What follows belongs to an exercise in optimizing a design on an open flow for small area; a production flow would make more cautious choices.
Only simulation tests tie the RTL to the original design; equivalence was not proved.
Power figures rest on the tool's default switching activity, not on a simulated workload.

==> flow/design.v (excerpt) <==
module matx_top (
  input  logic         clk,
  input  logic         reset_n,
  input  matx_pkg::stream_byte_t byte_in,
  output matx_pkg::stream_byte_t char_out,
  output logic         busy
);
Size in the first run: ~570 cells after synthesis, about 21 I/O pins.
export LEC_CHECK = 0
export CAP_MARGIN = 20
export CORE_MARGIN = 2
export CORE_UTILIZATION = 40
export PLACE_DENSITY = 0.6
export SLEW_MARGIN = 20
create_clock -name core_clock -period 12.0 [get_ports {clk}]
standard.sh (not shown) runs the stock make flow with config.mk's settings and CLKGATE_MAP_FILE= SYNTH_SCRIPT=/design/flow/synth_recipe.tcl, a recipe that flattens the netlist after the stock synthesis.
==> flow/flow/run.sh <==
#!/bin/bash
# The standard layout (standard.sh: the unchanged ORFS synthesis,
# floorplan, power grid, placement and routing) with these layout choices:
#  - after the standard synthesis, its combinational gates are optimised and
#    mapped again for area by ABC (flow/resyn.tcl with flow/resyn.abc);
#    registers keep their names and cell types
#  - the input and output ports get the smallest buffer, sky130_fd_sc_hd__buf_1
#  - clock tree synthesis clusters up to 18 sinks under one clkbuf_8, uses
#    clkbuf_4 above the leaves and inserts no dummy loads
# Logs: synth.log (standard synthesis), resyn.log (remapping), flow.log (the
# rest of the layout); ORFS keeps each step's log under orfs/logs.
set -euo pipefail
export BUFFER_PORTS_ARGS="-buffer_cell sky130_fd_sc_hd__buf_1"
export CTS_ARGS="-sink_clustering_enable -repair_clock_nets -dont_use_dummy_load -root_buf sky130_fd_sc_hd__clkbuf_4 -buf_list sky130_fd_sc_hd__clkbuf_8 -sink_clustering_size 18 -sink_clustering_max_diameter 70"

bash standard.sh synth > synth.log 2>&1

R=orfs/results/${FLOW_PLATFORM}/matx_top/base
cp $R/1_2_yosys.v $R/1_2_yosys_standard.v
RESYN_IN=$R/1_2_yosys_standard.v RESYN_OUT=$R/1_2_yosys_resyn.v RESYN_ABC=flow/resyn.abc \
  yosys -c flow/resyn.tcl > resyn.log 2>&1
cp $R/1_2_yosys_resyn.v $R/1_2_yosys.v
rm -f $R/1_synth.odb $R/1_synth.sdc

bash standard.sh > flow.log 2>&1
==> flow/flow/resyn.abc <==
strash
&get -n
&deepsyn -T 30
&put
dch -f
amap
==> flow/flow/resyn.tcl <==
# Area remapping of the standard synthesis's combinational logic.
# Every register, full adder and the tie cell stays the instance the standard
# synthesis made, with its name and cell type; only the gates between
# them are flattened to their library functions and mapped again by ABC
# for area (the clock period leaves several ns of slack).
yosys -import
set lib $::env(FLOW_HOME)/platforms/sky130hd/lib/sky130_fd_sc_hd__tt_025C_1v80.lib
set in  $::env(RESYN_IN)
set out $::env(RESYN_OUT)
set abc_script $::env(RESYN_ABC)

read_liberty -ignore_miss_func $lib
read_verilog $in
hierarchy -top $::env(FLOW_TOP)
setattr -mod -set blackbox 1 sky130_fd_sc_hd__*df* sky130_fd_sc_hd__*dl* sky130_fd_sc_hd__conb_* sky130_fd_sc_hd__fa_*
# private names for the gates, so flattening them leaves the nets their
# standard-synthesis names
yosys rename -hide t:sky130_fd_sc_hd__* t:sky130_fd_sc_hd__*df* %d t:sky130_fd_sc_hd__conb_* %d t:sky130_fd_sc_hd__fa_* %d
flatten
opt_clean
abc -liberty $lib -script $abc_script \
  -dont_use sky130_fd_sc_hd__probe* -dont_use sky130_fd_sc_hd__lpflow* \
  -dont_use sky130_fd_sc_hd__ebuf* -dont_use sky130_fd_sc_hd__einv* \
  -dont_use sky130_fd_sc_hd__dly* -dont_use sky130_fd_sc_hd__clkdly*
setundef -zero
splitnets
opt_clean -purge
hilomap -singleton -hicell sky130_fd_sc_hd__conb_1 HI -locell sky130_fd_sc_hd__conb_1 LO
insbuf -buf sky130_fd_sc_hd__buf_4 A X
opt_clean -purge
select -module $::env(FLOW_TOP)
stat -liberty $lib
check
write_verilog -noattr -nohex -nodec -selected $out
The first run produced a clean layout.
Next try:
--- a/flow/flow/run.sh
+++ b/flow/flow/run.sh
@@ -3,5 +3,4 @@
 # floorplan, power grid, placement and routing) with these layout choices:
-#  - after the standard synthesis, its combinational gates are optimised and
-#    mapped again for area by ABC (flow/resyn.tcl with flow/resyn.abc);
-#    registers keep their names and cell types
+#  - after the standard synthesis, its combinational gates are mapped again
+#    for area (flow/resyn.tcl); registers keep their names and cell types
 #  - the input and output ports get the smallest buffer, sky130_fd_sc_hd__buf_1
==> flow/flow/resyn.abc (replaced) <==
strash
dc2
dc2
dch -f
amap
--- a/flow/flow/resyn.tcl
+++ b/flow/flow/resyn.tcl
@@ -1,3 +1,3 @@
 # Area remapping of the standard synthesis's combinational logic.
-# Every register, full adder and the tie cell stays the instance the standard
+# Every register (and the tie cell) stays the instance the standard
 # synthesis made, with its name and cell type; only the gates between
@@ -14,6 +14,3 @@
 hierarchy -top $::env(FLOW_TOP)
-setattr -mod -set blackbox 1 sky130_fd_sc_hd__*df* sky130_fd_sc_hd__*dl* sky130_fd_sc_hd__conb_* sky130_fd_sc_hd__fa_*
-# private names for the gates, so flattening them leaves the nets their
-# standard-synthesis names
-yosys rename -hide t:sky130_fd_sc_hd__* t:sky130_fd_sc_hd__*df* %d t:sky130_fd_sc_hd__conb_* %d t:sky130_fd_sc_hd__fa_* %d
+setattr -mod -set blackbox 1 sky130_fd_sc_hd__*df* sky130_fd_sc_hd__*dl* sky130_fd_sc_hd__conb_*
 flatten
=>
- critical path depth rises by 1
- die area rises by 1.1%
- power rises by 1.2%
- synthesized cell count rises by 13%

==> afterwards: timing with drivers on the ports <==
The flow's constraints put no driver on any port. The routed layouts listed below were extracted and timed again, unchanged, in two steps.
Step 1 (the two cells are an assumption about what drives the block):
set clk [get_ports {clk}]
set_driving_cell -lib_cell sky130_fd_sc_hd__clkbuf_16 $clk
set_driving_cell -lib_cell sky130_fd_sc_hd__buf_2 [delete_from_list [all_inputs] $clk]
Step 2, shift: input delay + t, output delay - t, t = (earliest + latest rising clock arrival at the registers) / 2. This alone moves slack from input paths to output paths.
a / b / c = ideal ports / drivers / drivers and shift; a / b = the first two.
run | t, ns | setup WS [ns] | worst setup path after step 2 | cell pins on the clock port's net
the first run | 0.653 | 4.207 / 4.207 / 4.207 | register to register | 1
the second run | 0.655 | 5.969 / 5.969 / 5.969 | register to register | 1
After both steps every run listed still meets setup and hold.
